What follows belongs to an exercise in optimizing a design on an open flow for small area; a production flow would make more cautious choices.
RTL that was checked went through simulation tests only; none was proved equivalent to the original.
Power and IR drop assume default switching activity.

==> job 8925 <==
==> flow/design.v <==
package fi_pkg;
  localparam int FI_MODE_W = 2;
  localparam logic [FI_MODE_W-1:0] FI_FLIP   = 2'd0;
  localparam logic [FI_MODE_W-1:0] FI_SA0    = 2'd1;
  localparam logic [FI_MODE_W-1:0] FI_SA1    = 2'd2;
  localparam logic [FI_MODE_W-1:0] FI_DISARM = 2'd3;
endpackage
import fi_pkg::*;
module fi_channel
#(
  parameter int DATA_W = 32,
  parameter int CNT_W  = 32
) (
  input  logic              clk,
  input  logic              rst,
  input  logic              i_we,
  input  logic              i_load,
  input  logic              i_clr,
  input  logic              i_set,
  input  logic              i_inf,
  input  logic [DATA_W-1:0] i_mask,
  input  logic [CNT_W-1:0]  i_start,
  input  logic [CNT_W-1:0]  i_stop,
  input  logic [CNT_W-1:0]  i_cnt,
  input  logic [CNT_W-1:0]  i_cnt_inc,
  input  logic [DATA_W-1:0] i_data,
  output logic [CNT_W-1:0]  o_hits,
  output logic [DATA_W-1:0] o_data,
  output logic              o_apply,
  output logic              o_done
);
  logic              r_armed, r_active, r_inf, r_clr, r_set;
  logic [DATA_W-1:0] r_mask;
  logic [CNT_W-1:0]  r_start, r_stop;
  logic              w_last, w_clr, w_set, w_hit;
  logic [DATA_W-1:0] w_diff;
  assign o_apply = !rst && !i_load && (r_active || (r_armed && ~|(i_cnt ^ r_start)));
  assign w_last  = !r_inf && ~|(i_cnt_inc ^ r_stop);
  assign o_done  = o_apply && w_last && !i_we;
  assign w_clr   = o_apply && r_clr;
  assign w_set   = o_apply && r_set;
  for (genvar i = 0; i < DATA_W; i++) begin : g_bit
    assign o_data[i] = i_data[i] ? !(rst || (r_mask[i] && w_clr)) : (r_mask[i] && w_set);
    assign w_diff[i] = r_mask[i] && (i_data[i] ? r_clr : r_set);
  end
  assign w_hit = |w_diff;
  always_ff @(posedge clk) begin
    if (i_we) begin
      r_clr   <= i_clr;
      r_set   <= i_set;
      r_inf   <= i_inf;
      r_mask  <= i_mask;
      r_start <= i_start;
      r_stop  <= i_stop;
    end
    if (rst) begin
      r_armed  <= 1'b0;
      r_active <= 1'b0;
    end else if (i_we) begin
      r_armed  <= i_load;
      r_active <= 1'b0;
    end else if (o_apply) begin
      r_armed  <= 1'b0;
      r_active <= !w_last;
    end
  end
  logic [CNT_W-1:0] r_hits;
  logic [CNT_W:0]   w_t;
  assign w_t[0] = o_apply && w_hit && !(&r_hits);
  for (genvar i = 0; i < CNT_W; i++) begin : g_hit
    assign w_t[i+1] = w_t[i] && r_hits[i];
  end
  always_ff @(posedge clk) r_hits <= (rst || i_we) ? '0 : r_hits ^ w_t[CNT_W-1:0];
  assign o_hits = r_hits;
endmodule
import fi_pkg::*;
module fi_inject_ctrl
#(
  parameter int DATA_W = 32,
  parameter int NUM_CH = 4,
  parameter int CNT_W  = 16
) (
  input  logic                                      dla_core_clk,
  input  logic                                      dla_core_rst,
  input  logic [NUM_CH*DATA_W-1:0]                  data_in,
  output logic [NUM_CH*DATA_W-1:0]                  data_out,
  input  logic                                      cfg_we,
  input  logic [(NUM_CH > 1 ? $clog2(NUM_CH) : 1)-1:0] cfg_ch,
  input  logic [FI_MODE_W-1:0]                      cfg_mode,
  input  logic [DATA_W-1:0]                         cfg_mask,
  input  logic [CNT_W-1:0]                          cfg_start,
  input  logic [CNT_W-1:0]                          cfg_dur,
  output logic [CNT_W-1:0]                          cycle_cnt,
  output logic [NUM_CH-1:0]                         inj_active,
  output logic [NUM_CH-1:0]                         inj_done
  ,
  output logic [NUM_CH*CNT_W-1:0]                   hit_cnt
);
  logic [CNT_W-1:0]         r_cnt, w_cnt_inc, w_stop;
  logic [CNT_W:0]           w_ct;
  logic [CNT_W-1:0]         w_sg, w_sp;
  logic [CNT_W/4:0]         w_bc;
  logic [NUM_CH*DATA_W-1:0] r_data_out, w_data_nxt;
  logic                     w_load, w_clr, w_set, w_inf;
  assign w_ct[0] = 1'b1;
  for (genvar i = 0; i < CNT_W; i++) begin : g_cnt
    assign w_ct[i+1]    = w_ct[i] && r_cnt[i];
    assign w_cnt_inc[i] = r_cnt[i] ^ w_ct[i];
  end
  always_ff @(posedge dla_core_clk) begin
    r_cnt      <= dla_core_rst ? '0 : w_cnt_inc;
    r_data_out <= w_data_nxt;
  end
  assign cycle_cnt = r_cnt;
  assign data_out  = r_data_out;
  assign w_load = cfg_mode != FI_DISARM;
  assign w_clr  = cfg_mode == FI_FLIP || cfg_mode == FI_SA0;
  assign w_set  = cfg_mode == FI_FLIP || cfg_mode == FI_SA1;
  assign w_inf  = cfg_dur == '0;
  assign w_sg   = cfg_start & cfg_dur;
  assign w_sp   = cfg_start ^ cfg_dur;
  assign w_bc[0] = 1'b0;
  for (genvar b = 0; b < CNT_W / 4; b++) begin : g_stop
    logic [4:0] w_rc;
    assign w_rc[0] = w_bc[b];
    for (genvar i = 0; i < 4; i++) begin : g_bit
      assign w_rc[i+1]      = w_sg[4*b+i] | (w_sp[4*b+i] & w_rc[i]);
      assign w_stop[4*b+i]  = w_sp[4*b+i] ^ w_rc[i];
    end
    assign w_bc[b+1] = &w_sp[4*b +: 4] ? w_bc[b] : w_rc[4];
  end
  for (genvar k = 0; k < NUM_CH; k++) begin : g_ch
    logic w_we;
    assign w_we = cfg_we && int'(cfg_ch) == k;
    fi_channel #(.DATA_W(DATA_W), .CNT_W(CNT_W)) u_ch (
      .clk       (dla_core_clk),
      .rst       (dla_core_rst),
      .i_we      (w_we),
      .i_load    (w_we && w_load),
      .i_clr     (w_clr),
      .i_set     (w_set),
      .i_inf     (w_inf),
      .i_mask    (cfg_mask),
      .i_start   (cfg_start),
      .i_stop    (w_stop),
      .i_cnt     (r_cnt),
      .i_cnt_inc (w_cnt_inc),
      .i_data    (data_in[k*DATA_W +: DATA_W]),
      .o_hits    (hit_cnt[k*CNT_W +: CNT_W]),
      .o_data    (w_data_nxt[k*DATA_W +: DATA_W]),
      .o_apply   (inj_active[k]),
      .o_done    (inj_done[k])
    );
  end
endmodule
==> flow/flow/run.sh <==
#!/bin/bash
set -euo pipefail
cd "$(dirname "$0")/.."
export BUFFER_PORTS_ARGS="-buffer_cell sky130_fd_sc_hd__buf_1"
export CTS_ARGS="-sink_clustering_enable -repair_clock_nets -dont_use_dummy_load -buf_list {sky130_fd_sc_hd__clkbuf_8}"
bash standard.sh > standard_flow.log 2>&1
==> flow/standard.sh <==
#!/bin/bash
# synth_recipe.tcl (not shown) runs the flow's synth.tcl, then flattens the netlist and writes it again
# the make line also repeats each setting of config.mk as NAME=value (left out here)
make -C /OpenROAD-flow-scripts/flow DESIGN_CONFIG=/design/flow/config.mk WORK_HOME=/design/flow/orfs CLKGATE_MAP_FILE= SYNTH_SCRIPT=/design/flow/synth_recipe.tcl "${@:-finish}"
==> flow/config.mk <==
export PLATFORM = sky130hd
export DESIGN_NAME = fi_inject_ctrl
export DESIGN_NICKNAME = fi_inject_ctrl
export VERILOG_FILES = /design/flow/design.v
export SDC_FILE = /design/flow/constraint.sdc
export NUM_CORES = 4
export LEC_CHECK = 0
export CAP_MARGIN = 20
export CORE_MARGIN = 2
export CORE_UTILIZATION = 60
export PLACE_DENSITY = 0.7
export SLEW_MARGIN = 20
==> flow/constraint.sdc <==
create_clock -name core_clock -period 6.0 [get_ports {dla_core_clk}]
set_input_delay 1.2000 -clock core_clock [delete_from_list [all_inputs] [get_ports {dla_core_clk}]]
set_output_delay 1.2000 -clock core_clock [all_outputs]
set_load 0.01 [all_outputs]
==> inputs of job 348, as changes to job 8925 <==
--- a/flow/design.v
+++ b/flow/design.v
@@ -65,11 +65,14 @@
     end
   end
-  logic [CNT_W-1:0] r_hits;
-  logic [CNT_W:0]   w_t;
-  assign w_t[0] = o_apply && w_hit && !(&r_hits);
+  logic [CNT_W-1:0] r_hits, w_t;
+  logic [CNT_W:0]   w_pre;
+  logic             w_inc;
+  assign w_pre[0] = 1'b1;
   for (genvar i = 0; i < CNT_W; i++) begin : g_hit
-    assign w_t[i+1] = w_t[i] && r_hits[i];
+    assign w_pre[i+1] = w_pre[i] && r_hits[i];
+    assign w_t[i]     = w_inc && w_pre[i];
   end
-  always_ff @(posedge clk) r_hits <= (rst || i_we) ? '0 : r_hits ^ w_t[CNT_W-1:0];
+  assign w_inc = o_apply && w_hit && !w_pre[CNT_W];
+  always_ff @(posedge clk) r_hits <= (rst || i_we) ? '0 : r_hits ^ w_t;
   assign o_hits = r_hits;
 endmodule
@@ -99,5 +102,4 @@
   logic [CNT_W-1:0]         r_cnt, w_cnt_inc, w_stop;
   logic [CNT_W:0]           w_ct;
-  logic [CNT_W-1:0]         w_sg, w_sp;
   logic [CNT_W/4:0]         w_bc;
   logic [NUM_CH*DATA_W-1:0] r_data_out, w_data_nxt;
@@ -118,15 +120,17 @@
   assign w_set  = cfg_mode == FI_FLIP || cfg_mode == FI_SA1;
   assign w_inf  = cfg_dur == '0;
-  assign w_sg   = cfg_start & cfg_dur;
-  assign w_sp   = cfg_start ^ cfg_dur;
   assign w_bc[0] = 1'b0;
   for (genvar b = 0; b < CNT_W / 4; b++) begin : g_stop
-    logic [4:0] w_rc;
-    assign w_rc[0] = w_bc[b];
+    logic [4:0] w_c, w_p;
+    logic [3:0] w_s;
+    assign w_c[0] = 1'b0;
+    assign w_p[0] = w_bc[b];
     for (genvar i = 0; i < 4; i++) begin : g_bit
-      assign w_rc[i+1]      = w_sg[4*b+i] | (w_sp[4*b+i] & w_rc[i]);
-      assign w_stop[4*b+i]  = w_sp[4*b+i] ^ w_rc[i];
+      assign w_s[i]          = cfg_start[4*b+i] ^ cfg_dur[4*b+i] ^ w_c[i];
+      assign w_c[i+1]        = (cfg_start[4*b+i] & cfg_dur[4*b+i]) | (w_c[i] & (cfg_start[4*b+i] ^ cfg_dur[4*b+i]));
+      assign w_stop[4*b+i]   = w_s[i] ^ w_p[i];
+      assign w_p[i+1]        = w_p[i] & w_s[i];
     end
-    assign w_bc[b+1] = &w_sp[4*b +: 4] ? w_bc[b] : w_rc[4];
+    assign w_bc[b+1] = w_c[4] | w_p[4];
   end
   for (genvar k = 0; k < NUM_CH; k++) begin : g_ch
==> flow/flow/run.sh (replaced) <==
#!/bin/bash
set -euo pipefail
cd "$(dirname "$0")/.."
W=$(pwd)
R=$W/orfs/results/$FLOW_PLATFORM/fi_inject_ctrl/base
export BUFFER_PORTS_ARGS="-buffer_cell sky130_fd_sc_hd__buf_1"
export CTS_ARGS="-sink_clustering_enable -repair_clock_nets -dont_use_dummy_load -buf_list {sky130_fd_sc_hd__clkbuf_8} -sink_clustering_size 16 -sink_clustering_max_diameter 50"
bash standard.sh synth > standard_synth.log 2>&1
cp $R/1_2_yosys.v $W/standard_1_2_yosys.v
export REMAP_LIB=$FLOW_HOME/platforms/$FLOW_PLATFORM/lib/sky130_fd_sc_hd__tt_025C_1v80.lib
export REMAP_NETLIST=$W/standard_1_2_yosys.v
export REMAP_TOP=$FLOW_TOP
export REMAP_SEQ="$(grep -oE 'sky130_fd_sc_hd__(df|edf|sdf|sedf|dl)[a-z0-9_]*' $REMAP_NETLIST | sort -u | tr '\n' ' ')"
export REMAP_DONT_USE="$(grep -oE -- '-dont_use [^ ]+' $W/orfs/logs/$FLOW_PLATFORM/fi_inject_ctrl/base/1_2_yosys.log | sort -u | tr '\n' ' ')"
YOSYS="${YOSYS_EXE:-$FLOW_HOME/../tools/install/yosys/bin/yosys}"
# Three ABC recipes (remap_a/b/c.abc); keep the netlist with the least cell area.
best=""; best_area=""
for r in a b c; do
  export REMAP_SCRIPT=$W/flow/remap_$r.abc
  export REMAP_OUT=$W/remap_${r}_1_2_yosys.v
  export REMAP_STAT=$W/remap_${r}_stat.txt
  "$YOSYS" -c $W/flow/remap.tcl > remap_${r}_yosys.log 2>&1
  area=$(grep "Chip area" $REMAP_STAT | awk '{print $NF}')
  echo "remap $r: $area" >> remap_choice.log
  if [[ -z "$best" ]] || awk -v a="$area" -v b="$best_area" 'BEGIN{exit !(a<b)}'; then best=$r; best_area=$area; fi
done
echo "chosen: $best ($best_area)" >> remap_choice.log
cp $W/remap_${best}_1_2_yosys.v $R/1_2_yosys.v
bash standard.sh > standard_flow.log 2>&1
==> flow/flow/remap.tcl (new file) <==
# Re-map the combinational logic of the standard synthesis netlist for area.
# Registers are kept as they are (same instances, names and cells); only the
# logic between them is re-optimised by ABC and mapped again to the library.
set lib $::env(REMAP_LIB)
set netlist $::env(REMAP_NETLIST)
yosys read_liberty -ignore_miss_func -overwrite $lib
yosys read_verilog $netlist
yosys hierarchy -top $::env(REMAP_TOP)
# Keep every sequential cell as a black-box instance.
foreach m [split [string trim $::env(REMAP_SEQ)] " "] {
  if {$m ne ""} { yosys setattr -mod -set keep_hierarchy 1 $m }
}
yosys flatten
# Hide the wires flattening names after the cells' pins, so ports keep their names.
yosys rename -hide w:*.*
yosys opt_clean -purge
yosys abc -liberty $lib {*}$::env(REMAP_DONT_USE) -script $::env(REMAP_SCRIPT)
yosys opt_clean -purge
yosys hilomap -singleton -hicell sky130_fd_sc_hd__conb_1 HI -locell sky130_fd_sc_hd__conb_1 LO
yosys insbuf -buf sky130_fd_sc_hd__buf_4 A X
yosys splitnets
yosys opt_clean -purge
yosys select $::env(REMAP_TOP)
yosys tee -o $::env(REMAP_STAT) stat -liberty $lib
yosys write_verilog -noattr -nohex -nodec -selected $::env(REMAP_OUT)
==> flow/flow/remap_a.abc (new file) <==
&get -n
&st
&dch
&nf -R 1000
&put
&get -n
&st
&dch
&nf -R 1000
&put
&get -n
&st
&dch
&nf -R 1000
&put
&get -n
&st
&dch
&nf -R 1000
&put
==> flow/flow/remap_b.abc (new file) <==
&get -n
&st
&dch -f
&nf -R 2000 -a
&put
&get -n
&st
&dch -f
&nf -R 2000 -a
&put
&get -n
&st
&dch -f
&nf -R 2000 -a
&put
&get -n
&st
&dch -f
&nf -R 2000 -a
&put
==> flow/flow/remap_c.abc (new file) <==
&get -n
&st
&dch
&nf -R 1000
&put
&get -n
&st
&dch
&nf -R 1000
&put
Settings changed: CORE_UTILIZATION 60 to 70, PLACE_DENSITY 0.7 to 0.78.
==> impl_results.md <==
* Via density per instance at 6.57
* Met2 WL at 28.8 mm
* CP Launch Type: flop
* Setup TNS at 0 ps
* Met2 Use GR at 67.7%
* CP max FO at 6
* Clock Skew at about 50 ps
* Final worst slack at 290 ps
* Starting Density at 70.6%
* Status: finished clean
* Clock Latency Late Sink at 590 ps
[end of results for job 348]
==> impl_results.md <==
* Status: complete, but fails checks
* Fail Reasons: setup timing
* Peak supply drop at a little over 0.2 mV
* Met2 Use GR at about 57%
* Synth cell count leaders: edfxtp_1 (268), dfxtp_1 (216), xor2_1 (102)
* Share of cells above drive strength 1 at 9.63%
* Via density per instance at 6.06
* Final worst slack at -777 ps
* Sequential Power at 3.76 mW
* Clock Skew at 43.9 ps
* Die area at approximately 36000 um^2
* CP Launch Type: primary input
* CP max FO at 4
* DRT iter0 DRCs at 1428
* Setup TNS at -7290 ps
* Starting Density at 61.0%
* # setup viols final at 16
* Top_reg_cell synth: edfxtp_1
* Vias at 15100
[end of results for job 8925]
Only the layout flow was run in job 8925; the RTL was not checked for function there.

[separate check: timing with driven ports]
Ports are ideal in the flow. The routed layouts listed here were re-timed in OpenROAD. Step 1 (the two cells are an assumption about what drives the block):
set clk [get_ports {dla_core_clk}]
set_driving_cell -lib_cell sky130_fd_sc_hd__clkbuf_16 $clk
set_driving_cell -lib_cell sky130_fd_sc_hd__buf_2 [delete_from_list [all_inputs] $clk]
Step 2, shift: input delay + t, output delay - t, t = (earliest + latest rising clock arrival at the registers) / 2. This alone moves slack from input paths to output paths. a / b / c = no drivers / after step 1 / after step 2; a / b = the first two.
run | shift t [ns] | slack for setup (ns) | worst register clock-pin slew, ns | worst data-port slew with drivers (ns)
job 8925 | 0.663 | -0.777 / -0.766 / -1.429 | 0.07 / 0.07 | 0.10
job 348 | 0.609 | 0.290 / 0.241 / 0.544 | 0.10 / 0.10 | 0.16
The setup slack of job 8925, which loses most, moves by +0.011 ns with the drivers and by -0.652 ns with both steps.
